Background: an optimization exercise with open tools, aiming at small area. Do not read the settings as production practice. Only simulation tests tie the RTL to the original design; equivalence was not proved. Power and IR drop assume default switching activity.

===== design/flow/design.v =====
module branch_predictor #(
  parameter int unsigned ADDR_W  = 32,
  parameter int unsigned ENTRIES = 64,
  parameter int unsigned TAG_W   = 8,
  parameter int unsigned MODE    = 1,
  parameter int unsigned HIST_W  = 6,
  parameter int unsigned CNT_W   = 16
) (
  input  logic              clk_i,
  input  logic              rst_i,
  input  logic [ADDR_W-1:0] lookup_pc_i,
  output logic              pred_hit_o,
  output logic              pred_taken_o,
  output logic [ADDR_W-1:0] pred_target_o,
  output logic [HIST_W-1:0] pred_hist_o,
  input  logic              update_valid_i,
  input  logic [ADDR_W-1:0] update_pc_i,
  input  logic [HIST_W-1:0] update_hist_i,
  input  logic              update_taken_i,
  input  logic [ADDR_W-1:0] update_target_i,
  input  logic              update_pred_taken_i,
  output logic [CNT_W-1:0]  branch_cnt_o,
  output logic [CNT_W-1:0]  mispred_cnt_o
);
  localparam int unsigned IDX_W = $clog2(ENTRIES);
  logic [ENTRIES-1:0] validQ;
  logic [TAG_W-1:0]   tagQ    [ENTRIES];
  logic [ADDR_W-1:0]  targetQ [ENTRIES];
  logic [1:0]         cntQ    [ENTRIES];
  logic [HIST_W-1:0]  ghrQ;
  logic [CNT_W-1:0]   branchCnt;
  logic [CNT_W-1:0]   mispredCnt;
  logic [IDX_W-1:0]  lookupIdx, updIdx;
  logic [TAG_W-1:0]  lookupTag, updTag;
  logic              lookupHit, lookupTaken, updHit;
  logic [1:0]        updCnt, newCnt;
  logic              updFire, wrTaken, wrCnt;
  assign lookupTag = lookup_pc_i[IDX_W+TAG_W+1:IDX_W+2];
  assign updTag    = update_pc_i[IDX_W+TAG_W+1:IDX_W+2];
  assign lookupIdx = lookup_pc_i[IDX_W+1:2] ^ IDX_W'(ghrQ);
  assign updIdx    = update_pc_i[IDX_W+1:2] ^ IDX_W'(update_hist_i);
  logic [ENTRIES-1:0] lkSel, upSel;
  logic [ADDR_W-1:0]  lkTarget;
  logic [TAG_W-1:0]   lkTagQ, upTagQ;
  logic               lkValid, lkCnt1, upValid;
  always_comb begin
    lkTarget = '0; lkTagQ = '0; lkValid = 1'b0; lkCnt1 = 1'b0;
    upTagQ = '0; upValid = 1'b0; updCnt = '0;
    for (int i = 0; i < ENTRIES; i++) begin
      lkSel[i] = (lookupIdx == IDX_W'(i));
      upSel[i] = (updIdx == IDX_W'(i));
      lkTarget |= targetQ[i] & {ADDR_W{lkSel[i]}};
      lkTagQ   |= tagQ[i] & {TAG_W{lkSel[i]}};
      lkValid  |= validQ[i] & lkSel[i];
      lkCnt1   |= cntQ[i][1] & lkSel[i];
      upTagQ   |= tagQ[i] & {TAG_W{upSel[i]}};
      upValid  |= validQ[i] & upSel[i];
      updCnt   |= cntQ[i] & {2{upSel[i]}};
    end
  end
  assign lookupHit   = lkValid && (lkTagQ == lookupTag);
  assign lookupTaken = lookupHit && lkCnt1;
  assign updHit      = upValid && (upTagQ == updTag);
  assign pred_hit_o    = lookupHit;
  assign pred_taken_o  = lookupTaken;
  assign pred_target_o = lookupTaken ? lkTarget
                                     : lookup_pc_i + ADDR_W'(4);
  assign pred_hist_o   = ghrQ;
  assign branch_cnt_o  = branchCnt;
  assign mispred_cnt_o = mispredCnt;
  always_comb begin
    if (!updHit)             newCnt = 2'b10;
    else if (update_taken_i) newCnt = (updCnt == 2'b11) ? 2'b11 : updCnt + 2'd1;
    else                     newCnt = (updCnt == 2'b00) ? 2'b00 : updCnt - 2'd1;
  end
  assign updFire = update_valid_i && rst_i;
  assign wrTaken = updFire && update_taken_i;
  assign wrCnt   = updFire && (updHit || update_taken_i);
  always_ff @(posedge clk_i) begin
    for (int i = 0; i < ENTRIES; i++) begin
      if (wrTaken && upSel[i]) begin
        tagQ[i]    <= updTag;
        targetQ[i] <= update_target_i;
      end
      if (wrCnt && upSel[i]) cntQ[i] <= newCnt;
    end
  end
  always_ff @(posedge clk_i) begin
    if (!rst_i) begin
      validQ     <= '0;
      ghrQ       <= '0;
      branchCnt  <= '0;
      mispredCnt <= '0;
    end else if (update_valid_i) begin
      if (update_taken_i) validQ[updIdx] <= 1'b1;
      ghrQ <= HIST_W'({ghrQ, update_taken_i});
      if (branchCnt != '1) branchCnt <= branchCnt + CNT_W'(1);
      if ((update_pred_taken_i != update_taken_i) && (mispredCnt != '1))
        mispredCnt <= mispredCnt + CNT_W'(1);
    end
  end
endmodule

===== design/flow/constraint.sdc =====
create_clock -name core_clock -period 10.0 [get_ports {clk_i}]
set_input_delay 2.0000 -clock core_clock [delete_from_list [all_inputs] [get_ports {clk_i}]]
set_output_delay 2.0000 -clock core_clock [all_outputs]
set_load 0.01 [all_outputs]

===== design/flow/run.sh =====
#!/bin/bash
# synth_recipe.tcl (not shown) runs the flow's synth.tcl, then flattens the netlist and writes it again
# the make line also repeats each setting of config.mk as NAME=value (left out here)
make -C /OpenROAD-flow-scripts/flow DESIGN_CONFIG=/design/flow/config.mk WORK_HOME=/design/flow/orfs CLKGATE_MAP_FILE= SYNTH_SCRIPT=/design/flow/synth_recipe.tcl finish

===== design/flow/config.mk =====
export PLATFORM = sky130hd
export DESIGN_NAME = branch_predictor
export DESIGN_NICKNAME = branch_predictor
export VERILOG_FILES = /design/flow/design.v
export SDC_FILE = /design/flow/constraint.sdc
export NUM_CORES = 4
export LEC_CHECK = 0
export CAP_MARGIN = 20
export CORE_MARGIN = 2
export CORE_UTILIZATION = 75
export CTS_BUF_LIST = sky130_fd_sc_hd__clkbuf_4 sky130_fd_sc_hd__clkbuf_8
export SETUP_SLACK_MARGIN = 0.3
export SLEW_MARGIN = 20

==> qor.txt, run 1 <==
CTS H-tree lvls - 5
Distinct cells, synth - 76
Post-Synthesis Cells - 6799
GRT overflow - 5
Yosys top cell area share - 0.742
Final HPWL DP - 318000 um
Mapped cell area - 0.109 mm^2
Die height - 385 um
Max clock buf depth - 4
Pin count of the biggest net entering global routing - 69
Most used DFF post-synth - edfxtp_1
Vias in the first global route - 97300
Clk sinks - 2790
Place WS - -226 ps
CTS buffer count - 418
EDFF count, synth - 2688
Effective utilization at floorplan - 0.756
# rows - 139
Post-synthesis sequential area ratio - 0.761
Die W - 385 um
Largest cells by area after synthesis - edfxtp_1 (74%), a22oi_1 (5.4%), a221oi_1 (2.4%), a22o_1 (2.4%), dfxtp_1 (1.9%)
Clock root cell - clkbuf_8
Yosys warnings - 4
Setup repair bufs after CTS - 0
Syn nets - 6913
Yosys reg bits - 2790
I/O pins - 179
PortBufs - 160
Failed at - global routing
Total global-route track usage - 0.844
Error - [ERROR GRT-0116] Global routing finished with congestion. Check the congestion regions in the DRC Viewer.
First-pass GRT wire length - 832000 um
GPL Wtd Cong - 1.22
Ys async rst share - 0
Mean Syn Cell Area - 16.0 um^2
Outcome - did not finish
Leading area contributor after synthesis - edfxtp_1
-- synthesized netlist by cell type, types with 40 or more instances --
cell and n:
nand2_1 276, a22oi_1 775, nor2_1 262, a221oi_1 302
buf_2 45, nand3_1 276, nand4_1 186, a22o_1 294
buf_1 81, a21oi_1 111, edfxtp_1 2688, o21a_1 65
xnor2_1 40, nor4_1 68, and3_1 47, mux2i_1 112
clkbuf_1 325, dfxtp_1 102, xor2_1 43, nor3_1 149
o21ai_0 72
-- worst max path at each step --
stage,endpoint,depth (start not counted),slack [ps],start
floorplan,cntQ[0][0],15,1790,update_hist_i[0]
global placement,pred_target_o[12],17,430,lookup_pc_i[2]
detailed placement,pred_target_o[29],15,-230,lookup_pc_i[2]
CTS,pred_target_o[28],16,320,lookup_pc_i[4]
-- power groups by stage --
stage | clock, mW | sequential, mW | combinational (mW)
2_1_floorplan | 0 | 13.1 | 0.636
4_1_cts | 9.92 | 12.9 | 1.76
3_5_place_dp | 0 | 13.1 | 1.72
3_3_place_gp | 0 | 13.1 | 1.68
-- what timing repair did --
item                       in CTS
gates resized for setup         4
hold buffers                    0
setup endpoints to repair      10
pin swaps                       1
-- stage by stage --
step,area [um^2],instances
3_3_place_gp,117000,8942
3_5_place_dp,117000,8942
2_1_floorplan,109000,6799
4_1_cts,125000,9673
-- metal layers --
layer / GRT overflow / GRT usage
met1: 1 / 0.848
met2: 1 / 0.934
met3: 1 / 0.785
met4: 2 / 0.796
met5: 0 / 0.588
-- kinds of logic after synthesis --
logic type	share of synthesized area
muxes	0.0122
and+or+nand+nor	0.0621
AOI/OAI and AO/OA	0.139
DFF	0.761
xor gates and xnor gates	0.00773
buffers and inverters	0.0173
adders and majority gates	0.000805
==> inputs of run 2 (changes only) <==
==> design/flow/config.mk (replaced) <==
export PLATFORM = sky130hd
export DESIGN_NAME = branch_predictor
export DESIGN_NICKNAME = branch_predictor
export VERILOG_FILES = /design/flow/design.v
export SDC_FILE = /design/flow/constraint.sdc
export NUM_CORES = 4
export LEC_CHECK = 0
export CAP_MARGIN = 0
export CORE_MARGIN = 2
export CORE_UTILIZATION = 55
export CTS_BUF_LIST = sky130_fd_sc_hd__clkbuf_4 sky130_fd_sc_hd__clkbuf_8
export SETUP_SLACK_MARGIN = 0.3
export SLEW_MARGIN = 0
==> qor.txt, run 2 <==
Yosys reg bits - 2790 (unchanged)
Mean Syn Cell Area - 16.0 um^2 (unchanged)
Layout check faults - capacitance limit, slew limit
Clock root cell - clkbuf_8
Setup TNS - 0 ps
CTS buffer count - 452 (+8.1%)
Slowest cell on crit path - xnor2_2
Initial antenna violation count - 59
TritonRoute pass-1 iters - 16
Mapped cell area - 0.109 mm^2 (unchanged)
Post-Synthesis Cells - 6799 (unchanged)
Slew Limit Fails - 28
Largest cells by area after synthesis - edfxtp_1 (74%), a22oi_1 (5.4%), a221oi_1 (2.4%), a22o_1 (2.4%), dfxtp_1 (1.9%)
Syn nets - 6913 (unchanged)
Internal power - 18.5 mW
Yosys top cell area share - 0.742 (unchanged)
CTS H-tree lvls - 5 (unchanged)
Total global-route track usage - 0.540
Clock insertion delay at the later pin of the skew report - 1140 ps
CP peak stage delay - 950 ps
Pin count of the biggest net entering global routing - 74
WS Path Type - input port to output pin
Nets - 7656
Post-synthesis sequential area ratio - 0.761 (unchanged)
Top-count cell post-synth - edfxtp_1
Setup-failing EPs final - 0
Synth top cells by count - edfxtp_1 (2688), a22oi_1 (775), clkbuf_1 (325)
Final HPWL DP - 317000 um (-0.28%)
Die height - 449 um (+17%)
Clock network power share - 0.398
Max FFs per register - 2048
VDD IR max - 0.183 mV
P_leak - 40.7 nW
1st-iter DRT viols - 21300
RSZ-0062 raised after global routing - no
Combinational share of power - 0.080
CP Capture Type - output pin
PortBufs - 160 (unchanged)
First-pass GRT wire length - 718000 um
Crit-path cells - clkdlybuf4s50_1 -> xnor2_2 -> nand2_2 -> buf_12 -> nor3_4 -> a22oi_1 -> nand4_1 -> nor3_1 -> nand4b_1 -> buf_4 -> xnor2_1 -> nand4_1 -> buf_4 -> nor4b_4 -> buf_4 -> buf_4 -> mux2i_1 -> clkdlybuf4s50_1
HP Class - register to register
Ys async rst share - 0 (unchanged)
Clk sinks - 2790 (unchanged)
Hold slack - 506 ps
Biggest registers after layout - targetQ: 2048 flops, tagQ: 512 flops, cntQ: 128 flops
Slew HR - -0.0782
Routed Wire Length - 553000 um
Clk slew on worst S/H paths - 60 ps
Distinct cells, synth - 76 (unchanged)
Crit share post-route - 0.989
Worst Skew - 83.3 ps
CP most frequent cell - buf_4
Filler instances - 14200
EDFF count, synth - 2688 (unchanged)
# rows - 163 (+17%)
Core Region - 0.197 mm^2
Effective utilization at floorplan - 0.553 (-0.204)
GRT overflow - 0
Area Overhead vs Synth - 17.1%
DRC - 0
Sequential power share - 0.523
CP arrival - 7890 ps
Worst Path Required - 8000 ps
Final Hold Viols - 0
Most frequent cells in the layout - edfxtp_1 (2688), a22oi_1 (775), buf_4 (517)
Wire length per cell - 52.3 um
Die area - 0.201 mm^2
GPL Wtd Cong - 1.11 (-9.3%)
Yosys warnings - 4 (unchanged)
Fmax - 101 MHz
Post-DRT Antenna Nets - 0
Vias per cell - 8.09
Crit Path Max Fanout - 12
Leading cell type in the layout, fill and taps excluded - edfxtp_1
Die W - 449 um (+17%)
I/O pins - 179 (unchanged)
Outcome - complete, but fails checks
Worst-margin pin slew - 1610 ps
P per Cell Area - 193 mW/mm^2
Multi-input gate area - 0.0257 mm^2
Leading area contributor after synthesis - edfxtp_1
Maxcap violations - 2
NetSw - 6.14 mW
Most used DFF post-synth - edfxtp_1
Max clock buf depth - 4 (unchanged)
Top reg by flops - targetQ
Min Tclk post-route - 9890 ps
CP Launch Type - input port
Vias in the first global route - 76600
Sequential cell area - 0.0828 mm^2
DR vias - 85600
Share of layout cells above drive strength 1 - 0.197
CTS tree - yes
Switching share of power - 0.249
## run 2: cell counts after synthesis
No cell type changed its count.
## run 2: final timing paths
| kind | slack [ps] | depth (start not counted) | endpoint | start |
|---|---|---|---|---|
| worst max-delay path | 110 | 18 | pred_target_o[24] | lookup_pc_i[2] |
| worst min register to register | 510 | 1 | validQ[6] | validQ[6] |
| worst max register to register | 4720 | 11 | cntQ[51][0] | tagQ[29][7] |
| worst min-delay path | 510 | 1 | validQ[6] | validQ[6] |
## run 2: area by class of cell
class | instances | area share
Antenna cell | 52 | 0.00102
Clock buffer | 614 | 0.0591
Clock inverter | 180 | 0.00853
Inverter | 19 | 0.000560
Multi-Input combinational cell | 3531 | 0.202
Sequential cell | 2790 | 0.650
Tap cell | 2640 | 0.0259
Timing Repair Buffer | 748 | 0.0528
## run 2: worst max-delay path: cells and delay by family
family / cells / cell delay, ps
buffers and inverters: 7 / 2230
AND/OR/NAND/NOR: 7 / 2060
XOR/XNOR: 2 / 1060
multiplexers: 1 / 240
AO/OA/AOI/OAI: 1 / 220
## run 2: through the flow
stage / total power [mW] / instance area (um^2) / instances / worst slack (ps) / utilization
2_1_floorplan: 13.7 / 109000 / 6799 / 1790 / -
3_3_place_gp: 14.9 / 118000 / 9702 / -350 / 0.601
3_5_place_dp: 14.9 / 118000 / 9702 / -321 / 0.601
4_1_cts: 24.3 / 127000 / 10500 / 312 / 0.645
5_1_grt: 24.9 / 127000 / 10500 / 346 / 0.646
6_report: 24.6 / 127000 / 10600 / 111 / 0.647
## run 2: power by group through the flow
| stage | registers [mW] | logic, mW | clock network (mW) |
|---|---|---|---|
| 3_5_place_dp | 13.1 | 1.77 | 0 |
| 2_1_floorplan | 13.1 | 0.636 | 0 |
| 6_report | 12.9 | 1.96 | 9.79 |
| 4_1_cts | 12.9 | 1.79 | 9.67 |
| 5_1_grt | 12.9 | 1.89 | 10.2 |
| 3_3_place_gp | 13.1 | 1.76 | 0 |
## run 2: timing repair
action | CTS | global route
pin swaps | 3 | 5
hold buffers | 0 | 0
setup endpoints to repair | 34 | 32
resized for setup | 8 | 5
setup buffers | 10 | 15
## run 2: kinds of logic (layout without fill, tap and decap cells)
logic type / Yosys count / in the layout / share of synthesized area
AOI/OAI and AO/OA: 1940 / 1940 / 0.139
buffers and inverters: 478 / 1561 / 0.0173
other: 0 / 52 / 0
adders and majority gates: 7 / 7 / 0.000805
xor gates and xnor gates: 90 / 90 / 0.00773
muxes: 129 / 129 / 0.0122
and+or+nand+nor: 1365 / 1365 / 0.0621
DFF: 2790 / 2790 / 0.761
## run 2: metal layers
metal,up-vias,global-route usage,part of all wire
met5,-,0,0.00086
met4,41,0.400,0.098
met3,2903,0.251,0.19
met2,10900,0.728,0.40
met1,41800,0.679,0.32
li1,30000,-,-

static timing again, ports no longer ideal:
Ports are ideal in the flow. The routed layout listed here was re-timed in OpenROAD.
Step 1 sets driving cells, clkbuf_16 on the clock port and buf_2 on the other inputs (assumed; they add their load-dependent delay and slew).
Step 2 moves the port delays by t, midway between the first and last clock arrival at a register: inputs arrive t later, outputs are due t later. That takes back most of the time a late clock gives input paths.
a / b / c = ideal ports / drivers / drivers and shift; a / b = the first two.
run: run 2
shift t [ns]: 1.209
setup WS [ns]: 0.111 / 0.089 / 0.089
pins driven straight from the clock port: 1
The setup slack of run 2 moves by -0.022 ns with the drivers and by -0.022 ns with both steps.
